This design comes from an exercise in tuning for small area and a short achievable clock period on the open sky130 flow, not from production work. Function was checked by simulation only, so behaviour that the tests miss may differ from the original. Power figures rest on the tool's default switching activity, not on a simulated workload.

--- flow/design.v ---
module anvil_shared_tlb #(
  parameter int unsigned ENTRIES    = 16,
  parameter int unsigned VLEN       = 64,
  parameter int unsigned ASID_WIDTH = 16
) (
  input  logic                  clk_i,
  input  logic                  rst_i,
  input  logic                  flush_i,
  input  logic                  itlb_miss_i,
  input  logic                  dtlb_miss_i,
  input  logic [VLEN-1:0]       itlb_vaddr_i,
  input  logic [VLEN-1:0]       dtlb_vaddr_i,
  input  logic                  dtlb_is_store_i,
  input  logic [ASID_WIDTH-1:0] asid_i,
  output logic                  itlb_ack_o,
  output logic                  dtlb_ack_o,
  output logic                  ptw_access_o,
  output logic                  ptw_hit_o,
  output logic [VLEN-1:0]       ptw_vaddr_o,
  output logic                  ptw_itlb_req_o,
  output logic                  ptw_is_store_o,
  input  logic                  ptw_update_valid_i,
  input  logic [26:0]           ptw_update_vpn_i,
  input  logic [ASID_WIDTH-1:0] ptw_update_asid_i,
  input  logic [1:0]            ptw_update_is_page_i,
  input  logic [63:0]           ptw_update_content_i,
  input  logic                  ptw_error_i,
  output logic                  refill_valid_o,
  output logic                  refill_is_itlb_o,
  output logic [26:0]           refill_vpn_o,
  output logic [ASID_WIDTH-1:0] refill_asid_o,
  output logic [1:0]            refill_is_page_o,
  output logic [63:0]           refill_content_o,
  output logic [31:0]           perf_hit_cnt_o,
  output logic [31:0]           perf_miss_cnt_o
);
  localparam int unsigned IW = $clog2(ENTRIES);
  localparam int unsigned EW = 27 + ASID_WIDTH + 2 + 64;
  logic idle_q, lookup_q, wait_q;
  logic [ENTRIES-1:0]    valid_q;
  logic [26:0]           vpn_q     [ENTRIES];
  logic [ASID_WIDTH-1:0] asid_q    [ENTRIES];
  logic [1:0]            page_q    [ENTRIES];
  logic [63:0]           content_q [ENTRIES];
  logic [IW-1:0]         rr_q;
  logic [VLEN-1:0]       req_vaddr_q;
  logic                  req_itlb_q, req_store_q;
  logic                  ack;
  logic [VLEN-1:0]       sel_vaddr;
  logic [26:0]           lk_vpn;
  logic [ENTRIES-1:0]    match, first, sel_q, inv_first, rr_dec, we;
  logic                  hit_q, all_valid, fill_we;
  assign itlb_ack_o = idle_q && !flush_i && itlb_miss_i;
  assign dtlb_ack_o = idle_q && !flush_i && !itlb_miss_i && dtlb_miss_i;
  assign ack        = idle_q && !flush_i && (itlb_miss_i || dtlb_miss_i);
  assign sel_vaddr  = itlb_miss_i ? itlb_vaddr_i : dtlb_vaddr_i;
  assign lk_vpn     = sel_vaddr[38:12];
  always_comb begin
    for (int i = 0; i < int'(ENTRIES); i++) begin
      logic hi_eq, mid_eq, lo_eq;
      hi_eq  = (vpn_q[i][26:18] == lk_vpn[26:18]);
      mid_eq = (vpn_q[i][17:9]  == lk_vpn[17:9]);
      lo_eq  = (vpn_q[i][8:0]   == lk_vpn[8:0]);
      match[i] = valid_q[i] && (content_q[i][5] || asid_q[i] == asid_i) && hi_eq &&
                 (page_q[i][0] || mid_eq) && (page_q[i][0] || page_q[i][1] || lo_eq);
    end
  end
  always_comb begin
    for (int i = 0; i < int'(ENTRIES); i++) begin
      first[i] = match[i] && !(|(match & ((ENTRIES'(1) << i) - ENTRIES'(1))));
    end
  end
  always_ff @(posedge clk_i or posedge rst_i) begin
    if (rst_i) begin
      sel_q <= '0;
      hit_q <= 1'b0;
    end else begin
      sel_q <= ack ? first : '0;
      hit_q <= ack && (|match);
    end
  end
  logic [EW-1:0] rd;
  always_comb begin
    rd = '0;
    for (int i = 0; i < int'(ENTRIES); i++) begin
      rd = rd | ({EW{sel_q[i]}} & {content_q[i], page_q[i], asid_q[i], 9'd0, vpn_q[i][17:0]});
    end
    rd[26:18] = {9{hit_q}} & req_vaddr_q[38:30];
    rd = rd & {EW{!flush_i}};
  end
  assign ptw_access_o     = lookup_q && !flush_i;
  assign ptw_hit_o        = hit_q && !flush_i;
  assign refill_valid_o   = ptw_hit_o;
  assign refill_is_itlb_o = ptw_hit_o && req_itlb_q;
  assign refill_vpn_o     = rd[26:0];
  assign refill_asid_o    = rd[27 +: ASID_WIDTH];
  assign refill_is_page_o = rd[27 + ASID_WIDTH +: 2];
  assign refill_content_o = rd[27 + ASID_WIDTH + 2 +: 64];
  assign ptw_vaddr_o    = req_vaddr_q;
  assign ptw_itlb_req_o = req_itlb_q;
  assign ptw_is_store_o = req_store_q;
  always_ff @(posedge clk_i or posedge rst_i) begin
    if (rst_i) begin
      idle_q   <= 1'b1;
      lookup_q <= 1'b0;
      wait_q   <= 1'b0;
    end else begin
      idle_q   <= flush_i || (idle_q && !itlb_miss_i && !dtlb_miss_i) || (lookup_q && hit_q) ||
                  (wait_q && (ptw_update_valid_i || ptw_error_i));
      lookup_q <= ack;
      wait_q   <= !flush_i && ((lookup_q && !hit_q) ||
                               (wait_q && !ptw_update_valid_i && !ptw_error_i));
    end
  end
  always_ff @(posedge clk_i or posedge rst_i) begin
    if (rst_i) begin
      req_vaddr_q <= '0;
      req_itlb_q  <= 1'b0;
      req_store_q <= 1'b0;
    end else if (ack) begin
      req_vaddr_q <= sel_vaddr;
      req_itlb_q  <= itlb_miss_i;
      req_store_q <= !itlb_miss_i && dtlb_is_store_i;
    end
  end
  always_comb begin
    logic below_valid;
    below_valid = 1'b1;
    for (int i = 0; i < int'(ENTRIES); i++) begin
      inv_first[i] = !valid_q[i] && below_valid;
      below_valid  = below_valid && valid_q[i];
      rr_dec[i]    = (rr_q == IW'(i));
    end
  end
  assign all_valid = &valid_q;
  assign fill_we   = wait_q && ptw_update_valid_i && !flush_i;
  assign we        = {ENTRIES{wait_q && ptw_update_valid_i}} & (all_valid ? rr_dec : inv_first);
  always_ff @(posedge clk_i or posedge rst_i) begin
    if (rst_i) begin
      valid_q <= '0;
      rr_q    <= '0;
    end else if (flush_i) begin
      valid_q <= '0;
    end else if (fill_we) begin
      valid_q <= valid_q | we;   
      if (all_valid) rr_q <= rr_q + 1'b1;
    end
  end
  always_ff @(posedge clk_i) begin
    for (int i = 0; i < int'(ENTRIES); i++) begin
      if (we[i]) begin
        vpn_q[i]     <= ptw_update_vpn_i;
        asid_q[i]    <= ptw_update_asid_i;
        page_q[i]    <= ptw_update_is_page_i;
        content_q[i] <= ptw_update_content_i;
      end
    end
  end
  logic [31:0] hit_cnt_q, miss_cnt_q;
  always_ff @(posedge clk_i or posedge rst_i) begin
    if (rst_i) begin
      hit_cnt_q  <= '0;
      miss_cnt_q <= '0;
    end else if (ptw_access_o) begin
      if (hit_q && hit_cnt_q != 32'hFFFF_FFFF)   hit_cnt_q  <= hit_cnt_q + 32'd1;
      if (!hit_q && miss_cnt_q != 32'hFFFF_FFFF) miss_cnt_q <= miss_cnt_q + 32'd1;
    end
  end
  assign perf_hit_cnt_o  = hit_cnt_q;
  assign perf_miss_cnt_o = miss_cnt_q;
endmodule
--- flow/flow/run.sh ---
#!/bin/bash
set -euo pipefail
export BUFFER_PORTS_ARGS="-buffer_cell sky130_fd_sc_hd__buf_2"
bash standard.sh > standard_flow.log 2>&1
--- flow/standard.sh ---
#!/bin/bash
# synth_recipe.tcl (not shown) runs the flow's synth.tcl, then flattens the netlist and writes it again
# the make line also repeats each setting of config.mk as NAME=value (left out here)
make -C /OpenROAD-flow-scripts/flow DESIGN_CONFIG=/design/flow/config.mk WORK_HOME=/design/flow/orfs CLKGATE_MAP_FILE= SYNTH_SCRIPT=/design/flow/synth_recipe.tcl "${@:-finish}"
--- flow/config.mk ---
export PLATFORM = sky130hd
export DESIGN_NAME = anvil_shared_tlb
export DESIGN_NICKNAME = anvil_shared_tlb
export VERILOG_FILES = /design/flow/design.v
export SDC_FILE = /design/flow/constraint.sdc
export NUM_CORES = 4
export LEC_CHECK = 0
export CAP_MARGIN = 20
export CORE_MARGIN = 2
export CORE_UTILIZATION = 68
export CTS_BUF_LIST = sky130_fd_sc_hd__clkbuf_16
export CTS_CLUSTER_DIAMETER = 100
export CTS_CLUSTER_SIZE = 25
export SETUP_SLACK_MARGIN = 4.5
export SLEW_MARGIN = 20
--- flow/constraint.sdc ---
create_clock -name core_clock -period 9.0 [get_ports {clk_i}]
set_input_delay 1.8000 -clock core_clock [delete_from_list [all_inputs] [get_ports {clk_i}]]
set_output_delay 1.8000 -clock core_clock [all_outputs]
set_load 0.01 [all_outputs]
==> results of run 1 <==
## power groups by stage
stage	Sequential [mW]	Combinational [mW]	Clock (mW)
2_1_floorplan	10.0	0.393	0
3_3_place_gp	10.0	0.790	0
3_5_place_dp	10.0	0.804	0
4_1_cts	9.82	0.873	4.55
5_1_grt	9.83	0.979	4.84
6_report	9.83	0.930	4.57
## per-layer routing
metal | part of all wire | vias up | track usage
met2 | 0.45 | 4455 | 0.646
met4 | 0.066 | 18 | 0.237
met3 | 0.15 | 933 | 0.116
met1 | 0.34 | 25000 | 0.590
li1 | - | 19800 | -
met5 | 0.00040 | - | 0
## layout make-up
type	count	area, um2
multi-input combinational	2486	20100
clock buffer	88	2200
antenna	20	50.0
fill	6497	25400
sequential	1914	56700
timing repair buffer	744	5890
inverter	18	71.3
clock inverter	53	372
tap	1500	1880
## state kept, by name, summed over array words and instances, names as in the netlist, 4 cells and up
| name | cells |
|---|---|
| sel_q | 16 |
| content_q | 1024 |
| hit_cnt_q | 32 |
| req_vaddr_q | 64 |
| rr_q | 4 |
| vpn_q | 432 |
| page_q | 32 |
| miss_cnt_q | 32 |
| asid_q | 256 |
| valid_q | 16 |
## synth_stat cells (2+ instances only)
master       n  area, um2
edfxtp_1  1744      52400
xnor2_1    454       3980
a22o_1     301       2640
a221oi_1   300       2630
xor2_1     298       2610
a22oi_1    202       1520
clkbuf_1   186        698
dfrtp_1    169       4230
nor4_1     116        726
and3_1     109        682
nand2_1    106        398
a31oi_1    102        638
nor2_1      91        342
nand4_1     67        419
o21ai_0     67        335
buf_1       40        150
mux2i_1     37        370
nand3_1     36        180
nor3_1      35        175
buf_2       30        150
mux2i_4     27        608
a41oi_1     24        210
and2_1      23        144
inv_1       18       67.6
a21oi_1     16       80.1
buf_4       14        105
nor2b_1      9       56.3
a41o_1       8       80.1
and4_1       6       52.6
ha_1         6       75.1
nor4_2       6       75.1
buf_6        5       56.3
a311oi_1     4       35.0
nor4b_1      4       35.0
nor3b_1      3       22.5
a21o_1       2       15.0
a311oi_2     2       30.0
buf_12       2       40.0
mux2_2       2       22.5
nor4_4       2       42.5
nor4b_2      2       30.0
## worst paths after layout
path | to | cells past startpoint | slack [ns] | start
hold / removal | req_vaddr_q[11] | 2 | 0.48 | req_vaddr_q[11]
setup reg to reg | content_q[0][45] | 8 | 4.89 | valid_q[2]
min in group asynchronous | hit_cnt_q[19] | 3 | 1.20 | rst_i
setup / recovery | refill_content_o[62] | 7 | 4.42 | sel_q[1]
hold reg to reg | req_vaddr_q[11] | 2 | 0.48 | req_vaddr_q[11]
max in group asynchronous | sel_q[14] | 4 | 6.55 | rst_i
## timing repair
action                     4_1_cts  5_1_grt
buffers inserted               127       30
setup endpoints to repair      129       92
hold endpoints to repair         0        0
pin swaps                        3       17
cloned                           4       16
resized for setup              119       50
## kinds of logic (layout without fill, tap and decap cells)
group / after synthesis / in the layout / synth area share
other: 0 / 20 / 0
buffers and inverters: 296 / 903 / 0.0166
AND/OR/NAND/NOR: 624 / 624 / 0.0448
flip-flops: 1914 / 1914 / 0.732
AO/OA/AOI/OAI: 1037 / 1037 / 0.107
adder cells (fa/ha/maj): 6 / 6 / 0.000970
multiplexers: 66 / 66 / 0.0129
XOR/XNOR: 753 / 753 / 0.0853
## critical path, cell delays in order (launching register included)
cell      delay, ns
dfrtp_4        0.63
buf_4          0.21
buf_12         0.18
a22o_1         0.26
a221oi_1       0.29
and3_1         0.22
a31oi_1        0.07
buf_2          0.17
==> flow_metrics.py, run 1 <==
metrics = {
    "run_status": {
        "run_status": "complete, no violations",
    },
    "run": {
        "max_cap_viol_count": 0,
    },
    "clock_network": {
        "clock_latency_ns": 0.76,
        "cts-buffers-inserted": 87,
        "numClockSinks": 1914,
        "root_buffer": "clkbuf_16",
        "cts_tree": "done",
        "clk_pin_slew_ns": 0.11,
        "htreeDepth": 3,
        "clock_path_buffers": 3,
        "holdBufCountCts": 0,
    },
    "timing": {
        "period_minus_slack_ns": 4.58,
        "maxSlewViolCount": 0,
        "slew_headroom": 0.0990,
        "fmax_ghz": 0.218,
        "layout_setup_ws_ns": 4.42,
        "whs_ns": 0.481,
        "worst_pin_slew_ns": 1.35,
        "rsz0062_at_grt": "yes",
        "fin_skew_ns": 0.0556,
        "period_share": 0.509,
        "tns_ns": 0,
        "hold_violations": 0,
        "setup-violations-final": 0,
    },
    "synth": {
        "synth_cell_types": 62,
        "ys_ff_latch": 1914,
        "syn_area_per_cell_um2": 16.5,
        "ys.flop_type": "edfxtp_1",
        "synthesis.nets": 4963,
        "synth_async_sr_flop_share": 0.0888,
        "syn_area_um2": 77400,
        "synthCells": 4696,
        "ys_warn_count": 5,
        "seq_area_frac_synth": 0.732,
        "synth_edf_count": 1744,
    },
    "floorplanning": {
        "start_util": 0.687,
        "die_width_um": 341,
        "fp.dieArea_um2": 116000,
        "die_y_um": 341,
        "io_pins": 506,
        "num_rows": 123,
        "design.core.area_um2": 113000,
    },
    "grt": {
        "grt_pass1_wl_um": 354000,
        "antenna_found_initial": 29,
        "grt_max_degree": 133,
        "grt_pass1_vias": 48000,
        "track_usage": 0.433,
        "grt_overflow": 0,
    },
    "finish": {
        "layout.cells.non_filler": 6823,
        "fin_area_um2": 87300,
        "layout_common_cells": "edfxtp_1 (1744), buf_2 (501), xnor2_1 (454)",
        "final_nets": 5518,
        "drive_above_1_share": 0.188,
        "post-route-util": 0.775,
        "final_common_cell": "edfxtp_1",
        "syn_to_final_growth_pct": 12.8,
    },
    "pwr": {
        "p_switching_mw": 3.40,
        "intPower_mw": 11.9,
        "power_frac_seq": 0.641,
        "power_frac_clock": 0.298,
        "swShare": 0.222,
        "p_per_area_nw_per_um2": 176,
        "p_leak_nw": 28.6,
        "combPwrFrac": 0.061,
        "vdd_ir_drop_max_v": 0.000186,
        "power_mw": 15.3,
    },
    "placement": {
        "gp_congestion": 0.993,
        "placed_cells": 6485,
        "io_buffers": 505,
        "dpl_worst_slack_ns": 3.37,
        "place_hpwl_um": 135000,
        "place_area_um2": 81400,
    },
    "min_path": {
        "hp-class": "reg -> reg",
    },
    "routing": {
        "drtIter0Drc": 8377,
        "wirelength_um": 259000,
        "vias": 50200,
        "viasPerCell": 7.36,
        "dr.pass1.iters": 6,
        "route.detailed.drc": 0,
        "post_drt_wl_per_cell_um": 38.0,
        "ant_nets": 0,
    },
    "setup_path": {
        "cp.required_ns": 7.20,
        "worst-setup-path-type": "reg -> out",
        "critPathArrivalTime_ns": 2.78,
        "end_kind": "output pin",
        "crit_path_start_kind": "register",
        "cp_max_fo": 19,
    },
}
==> inputs of run 2 (changes only) <==
==> flow/flow/run.sh (replaced) <==
#!/bin/bash
set -euo pipefail
export BUFFER_PORTS_ARGS="-buffer_cell sky130_fd_sc_hd__buf_1"
bash standard.sh > standard_flow.log 2>&1
--- a/flow/config.mk
+++ b/flow/config.mk
@@ -7,7 +7,7 @@
 export LEC_CHECK = 0
 export CAP_MARGIN = 20
 export CORE_MARGIN = 2
-export CORE_UTILIZATION = 68
+export CORE_UTILIZATION = 40
 export CTS_BUF_LIST = sky130_fd_sc_hd__clkbuf_16
 export CTS_CLUSTER_DIAMETER = 100
 export CTS_CLUSTER_SIZE = 25
==> flow_metrics.py, run 2 <==
metrics = {
    "run_status": {
        "run_status": "complete, no violations",
    },
    "min_path": {
        "hold_depth": 2,
        "min_from": "req_vaddr_q[50]",
        "hp-class": "reg -> reg",
        "min_to": "req_vaddr_q[50]",
    },
    "timing": {
        "period_minus_slack_ns": 4.63,
        "fin_skew_ns": 0.0475,
        "slew_headroom": 0.146,
        "tns_ns": 0,
        "worst_pin_slew_ns": 1.27,
        "fmax_ghz": 0.216,
        "rsz0062_at_grt": "yes",
        "setup-violations-final": 0,
        "hold_violations": 0,
        "whs_ns": 0.485,
        "period_share": 0.514,
        "maxSlewViolCount": 0,
    },
    "setup_path": {
        "cp.required_ns": 7.20,
        "path_buf_inv": 2,
        "end_kind": "output pin",
        "critPathArrivalTime_ns": 2.83,
        "worstReg2RegEnd": "content_q[1][30]",
        "crit_path_start_kind": "register",
        "cp_max_fo": 43,
        "reg2reg_from": "valid_q[0]",
        "reg2reg_depth": 9,
        "slowest_stage": "dfrtp_4",
        "cp_cell_sequence": "buf_16 > a22o_1 > a221oi_2 > a31oi_4 > buf_2",
        "r2r_setup_slack_ns": 4.64,
        "cp_top_family": "compound AO/OA/AOI/OAI gates",
        "slowest_delay_ns": 0.67,
        "worst-setup-path-type": "reg -> out",
    },
    "floorplanning": {
        "design.core.area_um2": 192000,
        "die_y_um": 444,
        "io_pins": 506,
        "num_rows": 161,
        "start_util": 0.402,
        "die_width_um": 444,
        "fp.dieArea_um2": 197000,
    },
    "placement": {
        "io_buffers": 505,
        "place_hpwl_um": 149000,
        "gp_congestion": 0.954,
        "placed_cells": 7536,
    },
    "clock_network": {
        "htreeDepth": 3,
        "root_buffer": "clkbuf_16",
        "cts-buffers-inserted": 89,
        "clock_latency_ns": 0.79,
        "clock_path_buffers": 3,
        "cts_tree": "done",
        "numClockSinks": 1914,
        "clk_pin_slew_ns": 0.11,
    },
    "synth": {
        "synthesis.nets": 4963,
        "synthAdderAreaFrac": 0.000970,
        "synth_cell_types": 62,
        "synth_compound_area_frac": 0.107,
        "ys.flop_type": "edfxtp_1",
        "ys_ff_latch": 1914,
        "synth_common_cells": "edfxtp_1 (1744), xnor2_1 (454), a22o_1 (301)",
        "syn_area_per_cell_um2": 16.5,
        "synth.top_cell.area_share": 0.677,
        "seq_area_frac_synth": 0.732,
        "muxShareOfSynthArea": 0.0129,
        "synth_top_area_cell": "edfxtp_1",
        "syn_area_um2": 77400,
        "synth-xor-area-share": 0.0853,
        "synth_top_family_by_area": "compound AO/OA/AOI/OAI gates",
        "synthCells": 4696,
        "yosys.area_share.simple": 0.0448,
        "yosysMostFrequentCell": "edfxtp_1",
        "ys_warn_count": 5,
        "synth_edf_count": 1744,
        "synth_area_leaders": "edfxtp_1 (68%), dfrtp_1 (5.5%), xnor2_1 (5.1%)",
        "synth_async_sr_flop_share": 0.0888,
    },
    "routing": {
        "dr.pass1.iters": 6,
        "top_layer_used": "met5",
        "route.detailed.drc": 0,
        "m1WireLength_um": 113000,
        "wl_met3_um": 31400,
        "post_drt_wl_per_cell_um": 36.9,
        "vias": 50600,
        "viasPerCell": 6.34,
        "ant_nets": 0,
        "wirelength_um": 295000,
        "wl_met2_um": 133000,
        "drtIter0Drc": 7772,
    },
    "grt": {
        "grt_pass1_wl_um": 388000,
        "antenna_found_initial": 42,
        "track_usage": 0.283,
        "grt_max_degree": 114,
        "grt_pass1_vias": 46400,
        "grt_overflow": 0,
    },
    "finish": {
        "final_common_cell": "edfxtp_1",
        "largestRegisters": "content_q: 1024 flops, vpn_q: 432 flops, asid_q: 256 flops",
        "layout.cells.non_filler": 7984,
        "post-route-util": 0.480,
        "final_nets": 5668,
        "nFillCells": 16100,
        "regMostFlops": "content_q",
        "multi_input_area_um2": 22200,
        "syn_to_final_growth_pct": 19.4,
        "largest_reg_flops": 1024,
        "layout_common_cells": "edfxtp_1 (1744), xnor2_1 (454), buf_1 (430)",
        "register_area_um2": 56700,
        "drive_above_1_share": 0.179,
    },
    "pwr": {
        "power_mw": 15.5,
        "p_per_area_nw_per_um2": 167,
        "vdd_ir_drop_max_v": 0.000171,
        "p_leak_nw": 28.8,
    },
    "run": {
        "max_cap_viol_count": 0,
    },
}
-- run 2: cell counts after synthesis --
No cell type changed its count.
-- run 2: timing repair --
action / in CTS / in global routing
setup endpoints to repair: 129 / 111
hold buffers: 0 / 0
gates cloned: 31 / 18
pin swaps: 42 / 94
setup buffers: 118 / 132
gates resized for setup: 426 / 247
-- run 2: metal layers --
layer / vias up / GRT usage
met4: 36 / 0.125
met5: - / 0
met3: 697 / 0.0586
met1: 26400 / 0.381
met2: 3317 / 0.442
li1: 20200 / -
-- run 2: how the worst max path moves through the flow --
stage	from	to	slack, ns	cells past startpoint
2_1_floorplan	ptw_update_valid_i	asid_q[12][0]	3.47	3
3_3_place_gp	itlb_miss_i	sel_q[11]	2.79	11
3_5_place_dp	itlb_miss_i	sel_q[11]	2.74	11
4_1_cts	sel_q[5]	refill_content_o[36]	4.43	5
5_1_grt	sel_q[2]	refill_content_o[28]	4.41	7
6_report	sel_q[7]	refill_content_o[35]	4.37	5
-- run 2: layout make-up --
type,instances,share of cell area
tap,2526,0.0342
multi-input combinational,2486,0.240
clock buffer,92,0.0249
antenna,24,0.000650
timing repair buffer,892,0.0830
sequential,1914,0.614
clock inverter,32,0.00272
inverter,18,0.000772
-- run 2: cells by family (layout without fill, tap and decap cells) --
family,after synthesis,count (layout)
AO/OA/AOI/OAI,1037,1037
AND/OR/NAND/NOR,624,624
adder cells (fa/ha/maj),6,6
other,0,24
multiplexers,66,66
XOR/XNOR,753,753
buffers and inverters,296,1034
flip-flops,1914,1914
-- run 2: through the flow --
step / setup WS, ns / instance area [um2]
after detailed placement: 2.74 / 82200
after floorplan: 3.47 / 77400
after CTS: 4.43 / 89400
after global routing: 4.41 / 92300
after global placement: 2.79 / 82200
final: 4.37 / 92400
-- run 2: worst reg2reg max path: cells and delay by family (launching register included) --
family | cells | cell delay, ns
AO/OA/AOI/OAI | 1 | 0.21
flip-flops | 1 | 0.59
AND/OR/NAND/NOR | 6 | 1.69
buffers and inverters | 2 | 1.45
-- run 2: power by group --
| group | switching (mW) | internal [mW] |
|---|---|---|
| combinational | 0.608 | 0.326 |
| clock | 2.83 | 1.88 |
| sequential | 0.0571 | 9.76 |
| total | 3.49 | 12.0 |

static timing again, ports no longer ideal:
Ports are ideal in the flow. The routed layouts listed here were re-timed in OpenROAD. Step 1 (the two cells are an assumption about what drives the block):
set clk [get_ports {clk_i}]
set_driving_cell -lib_cell sky130_fd_sc_hd__clkbuf_16 $clk
set_driving_cell -lib_cell sky130_fd_sc_hd__buf_2 [delete_from_list [all_inputs] $clk]
Step 2, shift: input delay + t, output delay - t, t = (earliest + latest rising clock arrival at the registers) / 2. This alone moves slack from input paths to output paths. Three values: no drivers, after step 1, after step 2; two values: the first two.
| run | t, ns | setup slack, ns | cell pins on the clock port's net |
|---|---|---|---|
| run 1 | 0.814 | 4.415 / 4.088 / 3.797 | 1 |
| run 2 | 0.860 | 4.373 / 4.238 / 3.547 | 1 |
After both steps every run listed still meets setup and hold. For run 2, which loses most, drivers alone change the setup slack by -0.135 ns; drivers and shift together by -0.826 ns.
